This is an optimization exercise on Yosys and OpenROAD, whose aim is small area, a short achievable clock period and few clock cycles, not a production implementation.
Function was not checked in any run shown here: the RTL went through the layout flow alone.
Power and IR drop assume default switching activity.

==> flow/design.v <==
package tlgs_pkg;
    localparam int MAX_W      = 64;
    localparam int MAX_H      = 64;
    localparam int ROW_AW     = $clog2(MAX_H);
    localparam int COL_AW     = $clog2(MAX_W);
    localparam int GW_W       = 7;
    localparam int CS_W       = 6;
    localparam int CS_MAX     = 32;
    localparam int PIX_W      = 12;
    localparam int DIV_CNT_W  = $clog2(PIX_W);
    localparam int NB_CNT_W   = 4;
    typedef enum logic [1:0] {
        REQ_TOGGLE,
        REQ_CLEAR,
        REQ_STEP,
        REQ_READ
    } t_req;
    typedef struct packed {
        logic              clr;
        logic              we;
        logic [ROW_AW-1:0] waddr;
        logic [ROW_AW-1:0] raddr;
        logic [MAX_W-1:0]  wdata;
    } t_mem_cmd;
    typedef struct packed {
        logic             start;
        logic [PIX_W-1:0] dividend;
        logic [CS_W-1:0]  divisor;
    } t_div_req;
endpackage
import tlgs_pkg::*;
module tlgs_div (
    input  logic             i_clk,
    input  logic             i_rst_n,
    input  tlgs_pkg::t_div_req         i_req,
    output logic             o_done,
    output logic [PIX_W-1:0] o_quot
);
    logic                 r_busy;
    logic                 r_done;
    logic [DIV_CNT_W-1:0] r_cnt;
    logic [CS_W-1:0]      r_rem;
    logic [CS_W-1:0]      r_dsr;
    logic [PIX_W-1:0]     r_quo;
    logic [CS_W:0]        rem_sh;
    logic                 q_bit;
    logic [CS_W-1:0]      n_rem;
    always_comb begin
        rem_sh = {r_rem, r_quo[PIX_W-1]};
        q_bit  = rem_sh >= {1'b0, r_dsr};
        if (q_bit) begin
            n_rem = CS_W'(rem_sh - {1'b0, r_dsr});
        end else begin
            n_rem = rem_sh[CS_W-1:0];
        end
    end
    always_ff @(posedge i_clk) begin
        if (!i_rst_n) begin
            r_busy <= 1'b0;
            r_done <= 1'b0;
            r_cnt  <= '0;
            r_rem  <= '0;
            r_dsr  <= '0;
            r_quo  <= '0;
        end else begin
            r_done <= 1'b0;
            if (i_req.start) begin
                r_busy <= 1'b1;
                r_cnt  <= DIV_CNT_W'(PIX_W - 1);
                r_rem  <= '0;
                r_quo  <= i_req.dividend;
                r_dsr  <= i_req.divisor;
            end else if (r_busy) begin
                r_rem <= n_rem;
                r_quo <= {r_quo[PIX_W-2:0], q_bit};
                if (r_cnt == '0) begin
                    r_busy <= 1'b0;
                    r_done <= 1'b1;
                end else begin
                    r_cnt <= r_cnt - DIV_CNT_W'(1);
                end
            end
        end
    end
    assign o_done = r_done;
    assign o_quot = r_quo;
endmodule
import tlgs_pkg::*;
module tlgs_row_mem (
    input  logic             i_clk,
    input  logic             i_rst_n,
    input  tlgs_pkg::t_mem_cmd         i_cmd,
    output logic [MAX_W-1:0] o_rdata
);
    logic [MAX_W-1:0] r_mem [MAX_H];
    logic [MAX_H-1:0] r_vld;
    logic [MAX_W-1:0] r_rdata;
    logic             r_rvld;
    always_ff @(posedge i_clk) begin
        if (i_cmd.we) begin
            r_mem[i_cmd.waddr] <= i_cmd.wdata;
        end
        r_rdata <= r_mem[i_cmd.raddr];
    end
    always_ff @(posedge i_clk) begin
        if (!i_rst_n) begin
            r_vld  <= '0;
            r_rvld <= 1'b0;
        end else begin
            r_rvld <= r_vld[i_cmd.raddr];
            if (i_cmd.clr) begin
                r_vld <= '0;
            end else if (i_cmd.we) begin
                r_vld[i_cmd.waddr] <= 1'b1;
            end
        end
    end
    assign o_rdata = r_rvld ? r_rdata : '0;
endmodule
import tlgs_pkg::*;
module tlgs_row_unit (
    input  logic [MAX_W-1:0] i_prev,
    input  logic [MAX_W-1:0] i_cur,
    input  logic [MAX_W-1:0] i_next,
    input  logic [GW_W-1:0]  i_width,
    output logic [MAX_W-1:0] o_row
);
    logic [COL_AW-1:0]   last_col;
    logic [MAX_W-1:0]    rows  [3];
    logic [MAX_W-1:0]    l_nb  [3];
    logic [MAX_W-1:0]    r_nb  [3];
    logic [NB_CNT_W-1:0] nb_cnt [MAX_W];
    assign last_col = COL_AW'(i_width - GW_W'(1));
    assign rows[0]  = i_prev;
    assign rows[1]  = i_cur;
    assign rows[2]  = i_next;
    always_comb begin
        for (int r = 0; r < 3; r++) begin
            for (int x = 0; x < MAX_W; x++) begin
                if (x == 0) begin
                    l_nb[r][x] = rows[r][last_col];
                end else begin
                    l_nb[r][x] = rows[r][x-1];
                end
                if (COL_AW'(x) == last_col || x == MAX_W - 1) begin
                    r_nb[r][x] = rows[r][0];
                end else begin
                    r_nb[r][x] = rows[r][(x+1) % MAX_W];
                end
            end
        end
    end
    always_comb begin
        for (int x = 0; x < MAX_W; x++) begin
            nb_cnt[x] = NB_CNT_W'(l_nb[0][x]) + NB_CNT_W'(i_prev[x]) + NB_CNT_W'(r_nb[0][x])
                      + NB_CNT_W'(l_nb[1][x]) + NB_CNT_W'(r_nb[1][x])
                      + NB_CNT_W'(l_nb[2][x]) + NB_CNT_W'(i_next[x]) + NB_CNT_W'(r_nb[2][x]);
            if (GW_W'(x) < i_width) begin
                o_row[x] = (nb_cnt[x] == NB_CNT_W'(3))
                         || (i_cur[x] && nb_cnt[x] == NB_CNT_W'(2));
            end else begin
                o_row[x] = i_cur[x];
            end
        end
    end
endmodule
import tlgs_pkg::*;
module toroidal_life_generation_step_top (
    input  logic              i_clk,
    input  logic              i_rst_n,
    input  logic              i_in_valid,
    output logic              o_in_stall,
    input  logic [1:0]        i_req_type,
    input  logic [PIX_W-1:0]  i_pixel_x,
    input  logic [PIX_W-1:0]  i_pixel_y,
    input  logic [COL_AW-1:0] i_cell_x,
    input  logic [ROW_AW-1:0] i_cell_y,
    output logic              o_out_valid,
    input  logic              i_out_stall,
    output logic              o_cell_alive,
    output logic              o_ignored,
    input  logic              psel,
    input  logic              penable,
    input  logic              pwrite,
    input  logic [3:0]        paddr,
    input  logic [31:0]       pwdata,
    output logic [31:0]       prdata,
    output logic              pready
);
    localparam int K  = 8;              
    localparam int G  = MAX_H / K;      
    localparam int KW = $clog2(K);
    localparam int GW = $clog2(G);
    localparam int F  = 8;              
    localparam int FW = $clog2(F);
    localparam logic [1:0] REG_GRID_W  = 2'd0;
    localparam logic [1:0] REG_GRID_H  = 2'd1;
    localparam logic [1:0] REG_CELL_SZ = 2'd2;
    logic [GW_W-1:0] r_gw;
    logic [GW_W-1:0] r_gh;
    logic [CS_W-1:0] r_cs;
    logic            cfg_wr;
    assign cfg_wr = psel && penable && pwrite;
    always_ff @(posedge i_clk) begin
        if (!i_rst_n) begin
            r_gw <= GW_W'(64);
            r_gh <= GW_W'(64);
            r_cs <= CS_W'(10);
        end else if (cfg_wr) begin
            case (paddr[3:2])
                REG_GRID_W:  r_gw <= pwdata[GW_W-1:0];
                REG_GRID_H:  r_gh <= pwdata[GW_W-1:0];
                REG_CELL_SZ: r_cs <= pwdata[CS_W-1:0];
                default: ;
            endcase
        end
    end
    always_comb begin
        case (paddr[3:2])
            REG_GRID_W:  prdata = 32'(r_gw);
            REG_GRID_H:  prdata = 32'(r_gh);
            REG_CELL_SZ: prdata = 32'(r_cs);
            default:     prdata = '0;
        endcase
    end
    assign pready = 1'b1;
    logic [GW_W-1:0]  w_eff, h_eff;
    logic [CS_W-1:0]  cs_eff;
    logic [GW_W-1:0]  q_w, q_h;
    logic [CS_W-1:0]  q_cs;
    logic [PIX_W-1:0] q_limx, q_limy;
    logic [MAX_W-1:0] q_colkeep;    
    logic [MAX_W-1:0] q_wlast;      
    logic             q_h64;
    logic [ROW_AW-1:0] q_hm1;
    assign w_eff  = (r_gw == '0) ? GW_W'(1) : ((r_gw > GW_W'(MAX_W)) ? GW_W'(MAX_W) : r_gw);
    assign h_eff  = (r_gh == '0) ? GW_W'(1) : ((r_gh > GW_W'(MAX_H)) ? GW_W'(MAX_H) : r_gh);
    assign cs_eff = (r_cs == '0) ? CS_W'(1) : ((r_cs > CS_W'(CS_MAX)) ? CS_W'(CS_MAX) : r_cs);
    always_ff @(posedge i_clk) begin
        if (!i_rst_n) begin
            q_w       <= GW_W'(64);
            q_h       <= GW_W'(64);
            q_cs      <= CS_W'(10);
            q_limx    <= PIX_W'(640);
            q_limy    <= PIX_W'(640);
            q_colkeep <= '0;
            q_wlast   <= {1'b1, 63'b0};
            q_h64     <= 1'b1;
            q_hm1     <= ROW_AW'(63);
        end else begin
            q_w    <= w_eff;
            q_h    <= h_eff;
            q_cs   <= cs_eff;
            q_limx <= PIX_W'(w_eff * cs_eff);
            q_limy <= PIX_W'(h_eff * cs_eff);
            for (int x = 0; x < MAX_W; x++) begin
                q_colkeep[x] <= GW_W'(x) >= w_eff;
                q_wlast[x]   <= GW_W'(x + 1) == w_eff;
            end
            q_h64 <= h_eff == GW_W'(64);
            q_hm1 <= ROW_AW'(h_eff - GW_W'(1));
        end
    end
    logic              v0, v1, v2;
    logic [1:0]        t0, t1, t2;
    logic [PIX_W-1:0]  px0, py0;
    logic [COL_AW-1:0] cx0;
    logic [ROW_AW-1:0] cy0;
    logic              ign1, ign2;
    logic [2:0]        qxh1, qyh1;
    logic [7:0]        rx1, ry1;
    logic [COL_AW-1:0] cx1;
    logic [ROW_AW-1:0] cy1;
    logic [COL_AW-1:0] ax2;
    logic [ROW_AW-1:0] ay2;
    logic              pre2;
    logic              done_x, adv2, free2, mv1, free1, mv0, free0;
    logic              stall, acc, pop;
    logic [FW:0]       cnt_q;
    logic              ign_n1;
    logic [2:0]        qxh_n, qyh_n;
    logic [PIX_W-1:0]  remx, remy;
    always_comb begin
        if (t0 == REQ_TOGGLE) ign_n1 = (px0 >= q_limx) || (py0 >= q_limy);
        else if (t0 == REQ_READ) ign_n1 = (GW_W'(cx0) >= q_w) || (GW_W'(cy0) >= q_h);
        else ign_n1 = 1'b0;
        remx = px0;
        remy = py0;
        for (int i = 5; i >= 3; i--) begin
            if (remx >= (PIX_W'(q_cs) << i)) begin
                remx = remx - (PIX_W'(q_cs) << i);
                qxh_n[i-3] = 1'b1;
            end else begin
                qxh_n[i-3] = 1'b0;
            end
            if (remy >= (PIX_W'(q_cs) << i)) begin
                remy = remy - (PIX_W'(q_cs) << i);
                qyh_n[i-3] = 1'b1;
            end else begin
                qyh_n[i-3] = 1'b0;
            end
        end
    end
    logic [2:0]        qxl_n, qyl_n;
    logic [8:0]        rx, ry;
    always_comb begin
        rx = {1'b0, rx1};
        ry = {1'b0, ry1};
        for (int i = 2; i >= 0; i--) begin
            if (rx >= (9'(q_cs) << i)) begin
                rx = rx - (9'(q_cs) << i);
                qxl_n[i] = 1'b1;
            end else begin
                qxl_n[i] = 1'b0;
            end
            if (ry >= (9'(q_cs) << i)) begin
                ry = ry - (9'(q_cs) << i);
                qyl_n[i] = 1'b1;
            end else begin
                qyl_n[i] = 1'b0;
            end
        end
    end
    localparam logic [2:0] OP_NOP = 3'd0;
    localparam logic [2:0] OP_RD  = 3'd1;
    localparam logic [2:0] OP_TOG = 3'd2;
    localparam logic [2:0] OP_CLR = 3'd3;
    localparam logic [2:0] OP_PRE = 3'd4;
    localparam logic [2:0] OP_GRP = 3'd5;
    logic [MAX_W-1:0] r_grid [MAX_H];
    logic             r_rst_d, r_rst_d2;
    logic [MAX_W-1:0] r_last;      
    logic [MAX_W-1:0] r_row0;      
    logic [MAX_W-1:0] r_grp [K];   
    logic [MAX_W-1:0] r_nrow;      
    logic              e_v;
    logic [2:0]        e_op;
    logic [GW-1:0]     e_g;
    logic [KW-1:0]     e_rsel;
    logic [COL_AW-1:0] e_ax;
    logic              e_ign;
    logic              e_last;
    logic [GW-1:0]    gsel, nsel;
    logic             drn2;
    logic             is_step;
    logic             e_tog, e_run, clr_all, zf, fwd_g, fwd_n;
    logic [MAX_W-1:0] e_oh;
    assign gsel = ay2[ROW_AW-1:KW];
    assign nsel = gsel + GW'(1);
    assign is_step = v2 && (t2 == REQ_STEP);
    assign e_tog   = e_v && (e_op == OP_TOG) && !e_ign;
    assign e_run   = e_v && (e_op == OP_GRP);
    assign zf      = !r_rst_d || (v2 && t2 == REQ_CLEAR) || (e_v && (e_op == OP_CLR));
    assign clr_all = !r_rst_d2 || (e_v && (e_op == OP_CLR));
    assign e_oh    = MAX_W'(1) << e_ax;
    assign fwd_g   = e_tog && (e_g == gsel);
    assign fwd_n   = e_tog && (e_g == nsel) && (e_rsel == '0);
    always_ff @(posedge i_clk) begin
        for (int j = 0; j < K; j++) begin
            if (zf) r_grp[j] <= '0;
            else         r_grp[j] <= r_grid[{gsel, KW'(j)}]
                                     ^ ((fwd_g && e_rsel == KW'(j)) ? e_oh : '0);
        end
        if (zf) r_nrow <= '0;
        else         r_nrow <= r_grid[{nsel, KW'(0)}] ^ (fwd_n ? e_oh : '0);
    end
    logic [MAX_W-1:0] row0_old, up0, nin;
    logic [MAX_W-1:0] win [K+2];
    logic [1:0]       hs  [K+2][MAX_W];
    logic             s0, k, u0, u1;
    logic [MAX_W-1:0] bus [K];
    logic             keep_r;
    logic             lv;
    logic             l, c, rr;
    always_comb begin
        row0_old = (e_g == '0) ? r_grp[0] : r_row0;
        up0      = (e_g == '0 && q_h64) ? r_grid[MAX_H-1] : r_last;
        win[0]   = up0;
        for (int j = 0; j < K; j++) begin
            if (j != 0 && {1'b0, e_g, KW'(j)} == q_h) win[j+1] = row0_old;
            else                                      win[j+1] = r_grp[j];
        end
        if ({1'b0, GW'(e_g + GW'(1)), KW'(0)} == q_h || (q_h64 && e_g == GW'(G-1)))
            nin = row0_old;
        else
            nin = r_nrow;
        win[K+1] = nin;
        for (int r = 0; r < K + 2; r++) begin
            for (int x = 0; x < MAX_W; x++) begin
                c = win[r][x];
                if (x == 0) begin
                    l = |(win[r] & q_wlast);
                end else begin
                    l = win[r][x-1];
                end
                if (x == MAX_W - 1) rr = win[r][0];
                else                rr = q_wlast[x] ? win[r][0] : win[r][x+1];
                hs[r][x] = {(l & c) | (l & rr) | (c & rr), l ^ c ^ rr};
            end
        end
        for (int j = 0; j < K; j++) begin
            keep_r = !e_run || ({1'b0, e_g, KW'(j)} >= q_h);
            for (int x = 0; x < MAX_W; x++) begin
                s0 = hs[j][x][0] ^ hs[j+1][x][0] ^ hs[j+2][x][0];
                k  = (hs[j][x][0] & hs[j+1][x][0]) | (hs[j][x][0] & hs[j+2][x][0])
                   | (hs[j+1][x][0] & hs[j+2][x][0]);
                u0 = hs[j][x][1] ^ hs[j+1][x][1] ^ hs[j+2][x][1];
                u1 = (hs[j][x][1] & hs[j+1][x][1]) | (hs[j][x][1] & hs[j+2][x][1])
                   | (hs[j+1][x][1] & hs[j+2][x][1]);
                if (s0) lv = !u1 && (u0 ^ k);
                else    lv = r_grp[j][x] && (u1 ? (!u0 && !k) : (u0 && k));
                if (keep_r || q_colkeep[x])   bus[j][x] = r_grp[j][x] ^ (e_tog && e_rsel == KW'(j) && e_ax == COL_AW'(x));
                else                               bus[j][x] = lv;
            end
        end
    end
    always_ff @(posedge i_clk) begin
        r_rst_d  <= i_rst_n;
        r_rst_d2 <= r_rst_d;
        for (int g = 0; g < G; g++) begin
            if (clr_all || ((e_run || e_tog) && e_g == GW'(g))) begin
                for (int j = 0; j < K; j++) r_grid[g*K + j] <= bus[j];
            end
        end
        if (e_v && e_op == OP_PRE) begin
            r_last <= r_grp[e_rsel];
        end else if (e_run) begin
            r_last <= r_grp[K-1];
            if (e_g == '0) r_row0 <= r_grp[0];
        end
    end
    assign done_x = !is_step || drn2;
    assign adv2   = v2 && done_x;
    assign free2  = !v2 || adv2;
    assign mv1    = v1 && free2;
    assign free1  = !v1 || mv1;
    assign mv0    = v0 && free1;
    assign free0  = !v0 || mv0;
    assign stall  = !free0 || (cnt_q == (FW+1)'(F));
    assign acc    = i_in_valid && !stall;
    logic [1:0]    fifo [F];
    logic [FW-1:0] wp, rp;
    logic [FW:0]   fcnt;
    logic          push;
    logic [1:0]    res;
    always_comb begin
        push = 1'b0;
        res  = 2'b00;
        if (e_v) begin
            case (e_op)
                OP_RD: begin
                    push = 1'b1;
                    res  = {r_grp[e_rsel][e_ax] && !e_ign, e_ign};
                end
                OP_TOG: begin
                    push = 1'b1;
                    res  = {1'b0, e_ign};
                end
                OP_CLR: push = 1'b1;
                OP_GRP: push = e_last;
                default: ;
            endcase
        end
    end
    assign pop = (fcnt != '0) && !i_out_stall;
    always_ff @(posedge i_clk) begin
        if (push) fifo[wp] <= res;
        if (!i_rst_n) begin
            v0    <= 1'b0;
            v1    <= 1'b0;
            v2    <= 1'b0;
            cnt_q <= '0;
            wp    <= '0;
            rp    <= '0;
            fcnt  <= '0;
            pre2  <= 1'b0;
            drn2  <= 1'b0;
            e_v   <= 1'b0;
        end else begin
            cnt_q <= cnt_q + (FW+1)'(acc) - (FW+1)'(pop);
            if (push) wp <= wp + FW'(1);
            if (pop)  rp <= rp + FW'(1);
            fcnt <= fcnt + (FW+1)'(push) - (FW+1)'(pop);
            if (acc)      v0 <= 1'b1;
            else if (mv0) v0 <= 1'b0;
            if (mv0)      v1 <= 1'b1;
            else if (mv1) v1 <= 1'b0;
            if (mv1)      v2 <= 1'b1;
            else if (adv2) v2 <= 1'b0;
            if (mv1) begin
                pre2 <= (t1 == REQ_STEP) && !q_h64;
                drn2 <= 1'b0;
            end else if (is_step) begin
                if (pre2) pre2 <= 1'b0;
                else if (gsel == q_hm1[ROW_AW-1:KW]) drn2 <= 1'b1;
            end
            e_v <= v2;
        end
        e_g    <= gsel;
        e_rsel <= ay2[KW-1:0];
        e_ax   <= ax2;
        e_ign  <= ign2;
        e_last <= gsel == q_hm1[ROW_AW-1:KW];
        case (t2)
            REQ_READ:   e_op <= OP_RD;
            REQ_TOGGLE: e_op <= OP_TOG;
            REQ_CLEAR:  e_op <= OP_CLR;
            default:    e_op <= pre2 ? OP_PRE : (drn2 ? OP_NOP : OP_GRP);
        endcase
        if (acc) begin
            t0  <= i_req_type;
            px0 <= i_pixel_x;
            py0 <= i_pixel_y;
            cx0 <= i_cell_x;
            cy0 <= i_cell_y;
        end
        if (mv0) begin
            t1   <= t0;
            ign1 <= ign_n1;
            qxh1 <= qxh_n;
            qyh1 <= qyh_n;
            rx1  <= remx[7:0];
            ry1  <= remy[7:0];
            cx1  <= cx0;
            cy1  <= cy0;
        end
        if (mv1) begin
            t2   <= t1;
            ign2 <= ign1;
            if (t1 == REQ_TOGGLE) begin
                ax2 <= {qxh1, qxl_n};
                ay2 <= {qyh1, qyl_n};
            end else if (t1 == REQ_STEP) begin
                ax2 <= cx1;
                ay2 <= q_h64 ? '0 : q_hm1;
            end else begin
                ax2 <= cx1;
                ay2 <= cy1;
            end
        end else if (is_step) begin
            if (pre2)       ay2 <= '0;
            else if (!drn2) ay2 <= ay2 + ROW_AW'(K);
        end
    end
    assign o_in_stall   = stall;
    assign o_out_valid  = fcnt != '0;
    assign o_cell_alive = fifo[rp][1];
    assign o_ignored    = fifo[rp][0];
endmodule
==> flow/run.sh <==
#!/bin/bash
# synth_recipe.tcl (not shown) runs the flow's synth.tcl, then flattens the netlist and writes it again
# the make line also repeats each setting of config.mk as NAME=value (left out here)
make -C /OpenROAD-flow-scripts/flow DESIGN_CONFIG=/design/flow/config.mk WORK_HOME=/design/flow/orfs CLKGATE_MAP_FILE= SYNTH_SCRIPT=/design/flow/synth_recipe.tcl finish
==> flow/config.mk <==
export PLATFORM = sky130hd
export DESIGN_NAME = toroidal_life_generation_step_top
export DESIGN_NICKNAME = toroidal_life_generation_step_top
export VERILOG_FILES = /design/flow/design.v
export SDC_FILE = /design/flow/constraint.sdc
export NUM_CORES = 4
export LEC_CHECK = 0
export CAP_MARGIN = 20
export CORE_MARGIN = 2
export CORE_UTILIZATION = 35
export PLACE_DENSITY = 0.4
export SLEW_MARGIN = 20
==> flow/constraint.sdc <==
create_clock -name core_clock -period 10.0 [get_ports {i_clk}]
set_input_delay 2.0000 -clock core_clock [delete_from_list [all_inputs] [get_ports {i_clk}]]
set_output_delay 2.0000 -clock core_clock [all_outputs]
set_load 0.01 [all_outputs]
==> summary.md, run 1 <==
| Metric | Value |
|---|---|
| Post-Synthesis Mean Instance Area | `11.5 um2` |
| Initial antenna violation count | `279` |
| GPL Wtd Cong | `1.05` |
| Critical path's largest stage delay | `around 0.99 ns` |
| Leakage power total | `~130 nW` |
| Nets | `29,208` |
| Clock input transition at the sequential cells of the worst setup and hold paths | `~0.06 ns` |
| Yosys reg bits | `5,147` |
| MaxCap Viol Count | `0` |
| Critical path launch point type | `flop` |
| CP cell instances | `ha_1 -> and4b_1 -> nand4_1 -> buf_4 -> a21oi_1 -> buf_4 -> o22a_1 -> o221ai_1 -> nor3_1 -> nand4b_1 -> fa_1 -> fa_1 -> ha_1 -> mux2i_1 -> nor3b_1 -> a31oi_1 -> a21oi_1` |
| Tcrit/Tclk final | `85.6%` |
| Number of CTS-inserted buffers | `611` |
| First-pass GRT wire length | `2,080,000 um` |
| CTS tree | `built` |
| Fill count | `~80,000` |
| Die area | `around 840,000 um2` |
| Share of post-route cells with drive strength above 1 | `12.6%` |
| Root Buffer | `clkbuf_16` |
| Final Hold Viols | `0` |
| Reg power frac | `36.0%` |
| Max_slew headroom | `a little under an eighth` |
| Clk Latency, worst-skew pair | `1.19 ns` |
| Status | `no timing/DRC/antenna violations` |
| Arrival time of the worst setup path | `between 9 and 10 ns` |
| Yosys cell types | `between 80 and 90` |
| Synth Flop Type | `edfxtp_1` |
| DP Wirelength | `approximately 1,100,000 um` |
| Register area | `146,000 um2` |
| CP Capture Type | `flop` |
| CTS sink cnt | `5,147` |
| Post-cts sizing count | `0` |
| Min-delay worst type | `flop to flop` |
| Max VDD drop | `about 190 uV` |
| Core area | `between 800,000 and 900,000 um2` |
| Overflow after GRT | `0` |
| Fmax | `about 0.12 GHz` |
| Final setup viols | `0` |
| Clock Tree Buf Depth | `4` |
| Post-Syn Area | `approximately 290,000 um2` |
| DR pass1 iterations | `10` |
| Logic pwr share | `between 30% and 40%` |
| Post-synthesis instance total | `between 20,000 and 30,000` |
| WS Path Type | `flop to flop` |
| Min Tclk post-route | `roughly 8.6 ns` |
| Vias per cell | `5.95` |
| Hold-fix buffer count after cts | `0` |
| Synth warn | `6` |
| Slew Limit Fails | `0` |
| Vias in the first global route | `211,711` |
| Yosys top cell area share | `44.4%` |
| Synth-to-layout area growth | `14.6%` |
| Htree depth | `6` |
| Asr flop ratio synth | `0%` |
| Clock power frac | `roughly 30%` |
| DRT Wirelength | `1,590,000 um` |
| Register area share after synthesis | `between 40% and 50%` |
| P_sw | `28.2 mW` |
| I/O pins | `approximately 120` |
| Pwr/cell area | `between 200 and 250 nW/um2` |
| Clk_skew | `0.0618 ns` |
| ANT nets after route | `0` |
| Drt drc | `0` |
| Unrepaired setup endpoints after global routing | `false` |
| Port Buf Inserts | `64` |
| Multi-input gate area | `between 100,000 and 150,000 um2` |
| CP required | `roughly 11 ns` |
| Post-synth EDFFs | `roughly 4,300` |
| Crit path max fanout | `32` |
| Row cnt | `~340` |
| Power Internal | `slightly below 50 mW` |
| Initial DRC Count | `32,016` |
| Commonest cells post-synth | `edfxtp_1, nand2_1, nor2_1, fa_1, o21ai_0` |
| Sw frac | `36.9%` |
| Slew at the pin with the worst max-slew slack | `about 1.3 ns` |
| Design Area, Final | `336,000 um2` |
| Count leader, synth | `edfxtp_1` |
| Synth area leader | `edfxtp_1` |
| Largest net degree at the start of global routing | `121` |
| Most area-consuming cells after synthesis | `edfxtp_1, fa_1, dfxtp_1` |
| Finished Core Util | `between 40% and 50%` |
| Setup Fix Bufs, Post-CTS | `0` |
| Initial core utilization | `a little over a third` |
| Via Count | `226,327` |
| Die W | `~920 um` |
| GRT Util Overall | `a little over a third` |
| Crit path max-delay cell type | `a21oi_1` |
| WL per Instance | `41.9 um` |
| Placed Area | `approximately 320,000 um2` |
| Die height | `slightly above 900 um` |
-- layout make-up --
class,count,area share (%)
clock buffer,840,4.97
antenna,160,0.119
timing repair buffer,1468,3.78
multi-input combinational,17417,40.7
inverter,1563,1.75
tap,11154,4.16
sequential,5147,43.6
clock inverter,288,0.951
-- metal layers --
layer | up-vias | share of wire [%] | global-route usage, %
met5 | - | 0.055 | 0
met4 | 124 | 6.3 | 19.2
met3 | 3149 | 9.3 | 8.93
met2 | 12699 | 43 | 54.8
met1 | 117641 | 41 | 49.0
li1 | 92714 | - | -
-- sequential cells by signal (all words and copies together) (netlist names), 8 cells and up, named ones only --
name and cells:
py0 12, r_row0 64, fifo 16, r_last 64, rx1 8, q_colkeep 64
r_grid 4096, q_limx 12, q_wlast 64, q_limy 12, r_grp 512, ry1 8
r_nrow 64, px0 12
-- layout by cell type (no fill, tap or decap), types with 66 or more instances in the layout --
cell / n
nand2_1: 3742
clkinv_1: 103
a22oi_1: 520
a222oi_1: 591
clkinv_2: 91
nand4_1: 545
diode_2: 160
nor2_1: 2187
a221oi_1: 94
edfxtp_1: 4330
buf_4: 1264
o21ai_1: 204
fa_1: 1716
ha_1: 1197
inv_1: 1524
a21oi_2: 82
buf_12: 119
nand2b_1: 66
xnor2_1: 638
clkbuf_16: 619
mux2_2: 726
clkbuf_1: 186
o22ai_1: 793
a21oi_1: 851
o21ai_0: 1334
dfxtp_1: 808
mux2i_1: 723
xor2_1: 525
-- path summary, 6_finish.rpt --
kind	slack [ns]	startpoint	cells after the start	end
min reg2reg	0.34	ay2[2]	0	e_rsel[2]
max reg2reg	1.44	e_g[2]	17	r_grid[30][0]
max	1.44	e_g[2]	17	r_grid[30][0]
min	0.34	ay2[2]	0	e_rsel[2]
-- metrics by stage --
step	hold slack, ns	power (mW)	setup slack [ns]	std cells	setup TNS [ns]
final	0.342	76.3	1.44	38037	0
after detailed placement	0.326	53.8	1.66	36730	0
after global placement	0.324	53.4	1.56	36713	0
after CTS	0.341	76.3	1.67	37858	0
after global routing	0.348	79.9	1.65	37895	0
after floorplan	0.323	43.4	-0.172	25567	-88.01
-- worst max-delay path, delay by kind of cell (launching register included) --
family          cells  cell delay [ns]
flops               1             0.40
mux                 1             0.22
compound gates      5             2.62
simple gates        5             2.13
buf+inv             2             0.80
fa+ha+maj           4             1.93
-- power groups by stage --
stage,registers (mW),logic (mW),clock network [mW]
after floorplan,27.4,16.0,0
after global placement,27.8,25.5,0
after detailed placement,27.9,25.9,0
after CTS,27.4,26.1,22.9
after global routing,27.6,28.7,23.6
final,27.5,26.4,22.5
-- cells by family (layout without fill, tap and decap cells) --
| group | after synthesis | count (layout) | share of synthesized area [%] |
|---|---|---|---|
| AO/OA/AOI/OAI | 4835 | 4835 | 10.5 |
| XOR/XNOR | 1163 | 1163 | 3.48 |
| adder cells (fa/ha/maj) | 2919 | 2919 | 16.9 |
| buffers and inverters | 3003 | 4159 | 3.93 |
| flip-flops | 5147 | 5147 | 50.0 |
| multiplexers | 1480 | 1480 | 5.45 |
| other | 2 | 187 | 0.00256 |
| AND/OR/NAND/NOR | 6993 | 6993 | 9.79 |
==> inputs of run 2 (changes only) <==
--- a/flow/design.v
+++ b/flow/design.v
@@ -269,6 +269,13 @@
     logic              ign1, ign2;
-    logic [2:0]        qxh1, qyh1;
-    logic [7:0]        rx1, ry1;
+    logic [1:0]        qxh1, qyh1;
+    logic [8:0]        rx1, ry1;
     logic [COL_AW-1:0] cx1;
     logic [ROW_AW-1:0] cy1;
+    logic              vm, ignm;
+    logic [1:0]        tm;
+    logic [3:0]        qxm, qym;
+    logic [6:0]        rxm, rym;
+    logic [COL_AW-1:0] cxm;
+    logic [ROW_AW-1:0] cym;
+    logic              mvm, freem;
     logic [COL_AW-1:0] ax2;
@@ -280,3 +287,3 @@
     logic              ign_n1;
-    logic [2:0]        qxh_n, qyh_n;
+    logic [1:0]        qx_a, qy_a;
     logic [PIX_W-1:0]  remx, remy;
@@ -288,8 +295,8 @@
         remy = py0;
-        for (int i = 5; i >= 3; i--) begin
+        for (int i = 5; i >= 4; i--) begin
             if (remx >= (PIX_W'(q_cs) << i)) begin
                 remx = remx - (PIX_W'(q_cs) << i);
-                qxh_n[i-3] = 1'b1;
+                qx_a[i-4] = 1'b1;
             end else begin
-                qxh_n[i-3] = 1'b0;
+                qx_a[i-4] = 1'b0;
             end
@@ -297,5 +304,5 @@
                 remy = remy - (PIX_W'(q_cs) << i);
-                qyh_n[i-3] = 1'b1;
+                qy_a[i-4] = 1'b1;
             end else begin
-                qyh_n[i-3] = 1'b0;
+                qy_a[i-4] = 1'b0;
             end
@@ -303,19 +310,39 @@
     end
-    logic [2:0]        qxl_n, qyl_n;
-    logic [8:0]        rx, ry;
+    logic [1:0]        qx_b, qy_b;
+    logic [9:0]        rbx, rby;
     always_comb begin
-        rx = {1'b0, rx1};
-        ry = {1'b0, ry1};
-        for (int i = 2; i >= 0; i--) begin
-            if (rx >= (9'(q_cs) << i)) begin
-                rx = rx - (9'(q_cs) << i);
-                qxl_n[i] = 1'b1;
+        rbx = {1'b0, rx1};
+        rby = {1'b0, ry1};
+        for (int i = 3; i >= 2; i--) begin
+            if (rbx >= (10'(q_cs) << i)) begin
+                rbx = rbx - (10'(q_cs) << i);
+                qx_b[i-2] = 1'b1;
             end else begin
-                qxl_n[i] = 1'b0;
+                qx_b[i-2] = 1'b0;
             end
-            if (ry >= (9'(q_cs) << i)) begin
-                ry = ry - (9'(q_cs) << i);
-                qyl_n[i] = 1'b1;
+            if (rby >= (10'(q_cs) << i)) begin
+                rby = rby - (10'(q_cs) << i);
+                qy_b[i-2] = 1'b1;
             end else begin
-                qyl_n[i] = 1'b0;
+                qy_b[i-2] = 1'b0;
+            end
+        end
+    end
+    logic [1:0]        qx_c, qy_c;
+    logic [7:0]        rcx, rcy;
+    always_comb begin
+        rcx = {1'b0, rxm};
+        rcy = {1'b0, rym};
+        for (int i = 1; i >= 0; i--) begin
+            if (rcx >= (8'(q_cs) << i)) begin
+                rcx = rcx - (8'(q_cs) << i);
+                qx_c[i] = 1'b1;
+            end else begin
+                qx_c[i] = 1'b0;
+            end
+            if (rcy >= (8'(q_cs) << i)) begin
+                rcy = rcy - (8'(q_cs) << i);
+                qy_c[i] = 1'b1;
+            end else begin
+                qy_c[i] = 1'b0;
             end
@@ -434,3 +461,5 @@
     assign free2  = !v2 || adv2;
-    assign mv1    = v1 && free2;
+    assign mvm    = vm && free2;
+    assign freem  = !vm || mvm;
+    assign mv1    = v1 && freem;
     assign free1  = !v1 || mv1;
@@ -470,2 +499,3 @@
             v1    <= 1'b0;
+            vm    <= 1'b0;
             v2    <= 1'b0;
@@ -487,6 +517,8 @@
             else if (mv1) v1 <= 1'b0;
-            if (mv1)      v2 <= 1'b1;
+            if (mv1)      vm <= 1'b1;
+            else if (mvm) vm <= 1'b0;
+            if (mvm)      v2 <= 1'b1;
             else if (adv2) v2 <= 1'b0;
-            if (mv1) begin
-                pre2 <= (t1 == REQ_STEP) && !q_h64;
+            if (mvm) begin
+                pre2 <= (tm == REQ_STEP) && !q_h64;
                 drn2 <= 1'b0;
@@ -519,6 +551,6 @@
             ign1 <= ign_n1;
-            qxh1 <= qxh_n;
-            qyh1 <= qyh_n;
-            rx1  <= remx[7:0];
-            ry1  <= remy[7:0];
+            qxh1 <= qx_a;
+            qyh1 <= qy_a;
+            rx1  <= remx[8:0];
+            ry1  <= remy[8:0];
             cx1  <= cx0;
@@ -527,13 +559,23 @@
         if (mv1) begin
-            t2   <= t1;
-            ign2 <= ign1;
-            if (t1 == REQ_TOGGLE) begin
-                ax2 <= {qxh1, qxl_n};
-                ay2 <= {qyh1, qyl_n};
-            end else if (t1 == REQ_STEP) begin
-                ax2 <= cx1;
+            tm   <= t1;
+            ignm <= ign1;
+            qxm  <= {qxh1, qx_b};
+            qym  <= {qyh1, qy_b};
+            rxm  <= rbx[6:0];
+            rym  <= rby[6:0];
+            cxm  <= cx1;
+            cym  <= cy1;
+        end
+        if (mvm) begin
+            t2   <= tm;
+            ign2 <= ignm;
+            if (tm == REQ_TOGGLE) begin
+                ax2 <= {qxm, qx_c};
+                ay2 <= {qym, qy_c};
+            end else if (tm == REQ_STEP) begin
+                ax2 <= cxm;
                 ay2 <= q_h64 ? '0 : q_hm1;
             end else begin
-                ax2 <= cx1;
-                ay2 <= cy1;
+                ax2 <= cxm;
+                ay2 <= cym;
             end
--- a/flow/config.mk
+++ b/flow/config.mk
@@ -9,4 +9,5 @@
 export CORE_MARGIN = 2
-export CORE_UTILIZATION = 35
-export PLACE_DENSITY = 0.4
+export CORE_UTILIZATION = 30
+export PLACE_DENSITY = 0.35
+export SETUP_SLACK_MARGIN = 3
 export SLEW_MARGIN = 20
==> summary.md, run 2 <==
| Metric | Value |
|---|---|
| Post-synth EDFFs | `4,367 (was 4,330)` |
| Min-delay worst type | `flop to flop (unchanged)` |
| Overflow after GRT | `0 (unchanged)` |
| Multi-input gate area | `137,000 um2 (about the same)` |
| CP required | `10.78 ns (was 10.83 ns)` |
| Setup TNS | `0 ns (unchanged)` |
| Vias in the first global route | `217,938 (was 211,711)` |
| Vias per cell | `5.71 (was 5.95)` |
| Row cnt | `364 (was 336)` |
| Synth Flop Type | `edfxtp_1 (unchanged)` |
| Htree depth | `6 (unchanged)` |
| Die height | `996 um (was 919 um)` |
| Count leader, synth | `edfxtp_1 (unchanged)` |
| Worst hold start | `ay2[1] (was ay2[2])` |
| Root Buffer | `clkbuf_16 (unchanged)` |
| Yosys cell types | `85 (was 88)` |
| CP Capture Type | `flop (unchanged)` |
| Register area share after synthesis | `50.0% (about the same)` |
| Initial core utilization | `30.1% (was 35.1%)` |
| Clock Tree Buf Depth | `5 (was 4)` |
| Core area | `982,000 um2 (was 836,000 um2)` |
| Initial antenna violation count | `300 (was 279)` |
| Finished Core Util | `34.9% (was 40.2%)` |
| Commonest non-fill, non-tap cell in the layout | `edfxtp_1 (unchanged)` |
| Yosys reg bits | `5,185 (was 5,147)` |
| Arrival time of the worst setup path | `7.99 ns (was 9.38 ns)` |
| Pwr/cell area | `196 nW/um2 (was 227 nW/um2)` |
| R2r setup slk | `2.79 ns (was 1.44 ns)` |
| Leakage power total | `130 nW (was 128 nW)` |
| Commonest cells post-synth | `edfxtp_1, nand2_1, nor2_1, inv_1, fa_1 (was edfxtp_1, nand2_1, nor2_1, fa_1, o21ai_0)` |
| MaxCap Viol Count | `0 (unchanged)` |
| Register area | `148,000 um2 (was 146,000 um2)` |
| WS Path Type | `flop to flop (unchanged)` |
| Top Registers | `r_grid (4096), r_grp (512) (unchanged)` |
| DR pass1 iterations | `10 (unchanged)` |
| Worst reg2reg path startpoint | `e_g[2] (unchanged)` |
| Post-synthesis instance total | `25,674 (was 25,542)` |
| Synth warn | `6 (unchanged)` |
| I/O pins | `118 (unchanged)` |
| ANT nets after route | `0 (unchanged)` |
| DP Wirelength | `1,250,000 um (was 1,140,000 um)` |
| Fmax | `0.139 GHz (was 0.117 GHz)` |
| Number of CTS-inserted buffers | `654 (was 611)` |
| Most frequent cells in the layout | `edfxtp_1, nand2_1, nor2_1 (unchanged)` |
| Largest register FFs | `4,096 (unchanged)` |
| FF-to-FF path depth | `17 (unchanged)` |
| Post-Syn Area | `295,000 um2 (was 293,000 um2)` |
| Synth area leader | `edfxtp_1 (unchanged)` |
| Max_slew headroom | `5.72% (was 11.6%)` |
| Synth-to-layout area growth | `16.0% (was 14.6%)` |
| Clk Latency, worst-skew pair | `1.18 ns (was 1.19 ns)` |
| Tcrit/Tclk final | `72.1% (was 85.6%)` |
| Die area | `992,000 um2 (was 844,000 um2)` |
| WL per Instance | `43.0 um (was 41.9 um)` |
| Share of post-route cells with drive strength above 1 | `13.1% (was 12.6%)` |
| Slew Limit Fails | `0 (unchanged)` |
| CTS tree | `built (unchanged)` |
| Clock input transition at the sequential cells of the worst setup and hold paths | `0.06 ns (about the same)` |
| Most area-consuming cells after synthesis | `edfxtp_1, fa_1, dfxtp_1 (unchanged)` |
| Critical path launch point type | `flop (unchanged)` |
| Via Count | `229,374 (was 226,327)` |
| Min Tclk post-route | `7.21 ns (was 8.56 ns)` |
| Status | `no timing/DRC/antenna violations (unchanged)` |
| Slew at the pin with the worst max-slew slack | `1.41 ns (was 1.33 ns)` |
| Hold Path Sink | `e_rsel[1] (was e_rsel[2])` |
| Final setup viols | `0 (unchanged)` |
| Initial DRC Count | `32,051 (was 32,016)` |
| Hold path cells | `0 (unchanged)` |
| Die W | `996 um (was 919 um)` |
| GRT Util Overall | `33.8% (was 36.5%)` |
| Crit path max fanout | `12 (was 32)` |
| First-pass GRT wire length | `2,230,000 um (was 2,080,000 um)` |
| Fill count | `97,266 (was 80,185)` |
| GPL Wtd Cong | `1.04 (was 1.05)` |
| Unrepaired setup endpoints after global routing | `true (was false)` |
| Largest net degree at the start of global routing | `117 (was 121)` |
| Max VDD drop | `134 uV (was 191 uV)` |
| Top reg by flops | `r_grid (unchanged)` |
| Final Hold Viols | `0 (unchanged)` |
| Port Buf Inserts | `64 (unchanged)` |
| Nets | `29,451 (was 29,208)` |
| Post-Synthesis Mean Instance Area | `11.5 um2 (about the same)` |
| Drt drc | `0 (unchanged)` |
| DRT Wirelength | `1,730,000 um (was 1,590,000 um)` |
| Asr flop ratio synth | `0% (unchanged)` |
| Clk_skew | `0.150 ns (was 0.0618 ns)` |
| CTS sink cnt | `5,185 (was 5,147)` |
| Yosys top cell area share | `44.4% (about the same)` |
| RR Endpoint | `r_grid[43][0] (was r_grid[30][0])` |
[run 2: cell count changes after synthesis, moves of 24 or more]
cell	before	now
a21oi_1	934	828
a221oi_1	94	124
a22oi_1	520	646
buf_1	120	144
buf_2	63	30
clkbuf_1	1216	1252
edfxtp_1	4330	4367
inv_1	1528	1757
mux2_2	726	674
mux2i_1	726	804
nand2_1	3754	3381
nor2_1	2257	2459
o22ai_1	798	681
xnor2_1	638	598
[run 2: repair_timing]
action,in CTS,in global routing
gates resized for setup,80,56
gates cloned,3,0
hold buffers,0,0
setup buffers,20,8
pin swaps,8,1
endpoints found under the setup margin,972,267
[run 2: kinds of logic (layout without fill, tap and decap cells)]
family / count (synthesis) / count (layout) / share of synthesized area (%)
AOI/OAI and AO/OA: 4800 / 4800 / 10.6
xor gates and xnor gates: 1133 / 1133 / 3.36
adders and majority gates: 2919 / 2919 / 16.7
buffers and inverters: 3249 / 4525 / 4.20
DFF: 5185 / 5185 / 50.0
muxes: 1535 / 1535 / 5.65
other: 2 / 211 / 0.00254
and+or+nand+nor: 6851 / 6853 / 9.55
[run 2: power by group]
part	switching [mW]	internal, mW
logic	11.4	5.89
registers	0.947	25.4
clock network	10.2	13.5
total	22.5	44.8
[run 2: critical path: stages, from the launching register on]
cell and delay (ns):
dfxtp_1 0.56, ha_2 0.40, nand3_4 0.19, buf_12 0.16
buf_4 0.20, or4_2 0.69, nor2_1 0.10, a21oi_2 0.91
o22ai_1 0.29, nor2_1 0.28, nand4_1 0.42, nor4_2 0.52
fa_1 0.58, fa_1 0.51, ha_1 0.21, mux2_2 0.29
a32oi_4 0.43, o31ai_4 0.14
[run 2: routing by layer]
metal | share of wire, % | GRT usage (%) | up-vias
li1 | - | - | 93386
met1 | 43 | 46.3 | 120837
met2 | 43 | 51.2 | 12313
met3 | 8.3 | 6.98 | 2736
met4 | 5.6 | 16.0 | 102
met5 | 0.041 | 0 | -
[run 2: worst max-delay path by stage]
stage                     startpoint             to  slack [ns]
after floorplan              e_op[0]  r_grid[32][0]        3.47
after detailed placement      e_g[2]  r_grid[47][0]        1.73
after global routing          e_g[2]  r_grid[11][0]        2.98
final                         e_g[2]  r_grid[43][0]        2.79
after CTS                     e_g[1]  r_grid[40][0]        3.00
after global placement        e_g[1]  r_grid[15][0]        1.71
[run 2: final cells by class]
class / instances / share of cell area, %
Timing Repair Buffer: 1558 / 3.93
Multi-Input combinational cell: 17267 / 40.1
Inverter: 1785 / 1.97
Clock buffer: 875 / 5.12
Sequential cell: 5185 / 43.1
Clock inverter: 307 / 0.937
Tap cell: 12993 / 4.74
Antenna cell: 184 / 0.134
[run 2: metrics by stage]
step                      worst slack, ns  cells  cell area, um2  total power, mW  hold WS, ns
final                                2.79  40154          343000             67.3        0.338
after global routing                 2.98  39993          342000             70.0        0.340
after CTS                            3.00  39955          342000             67.5        0.338
after detailed placement             1.73  38750          320000             43.6        0.327
after global placement               1.71  38732          320000             43.4        0.326
after floorplan                      3.47  25699          295000             36.3        0.323

==> static timing again, ports no longer ideal <==
The results above use ideal ports. As a check the final layouts listed here were re-extracted and re-timed, cells and wires unchanged. Step 1 sets driving cells, clkbuf_16 on the clock port and buf_2 on the other inputs (assumed; they add their load-dependent delay and slew). Step 2 also shifts input and output timing later by t, the mid clock arrival at the registers, as if the neighbouring blocks saw the same clock. Three values: ideal ports, drivers, drivers and shift; two values: the first two.
run	shift t [ns]	slack for setup (ns)	worst setup path at the end	slew at the worst register clock pin (ns)
run 1	1.328	1.442 / 1.442 / 1.442	register to register	0.08 / 0.08
run 2	1.273	2.791 / 2.791 / 2.791	register to register	0.08 / 0.08
After both steps setup and hold are still met in every run listed.
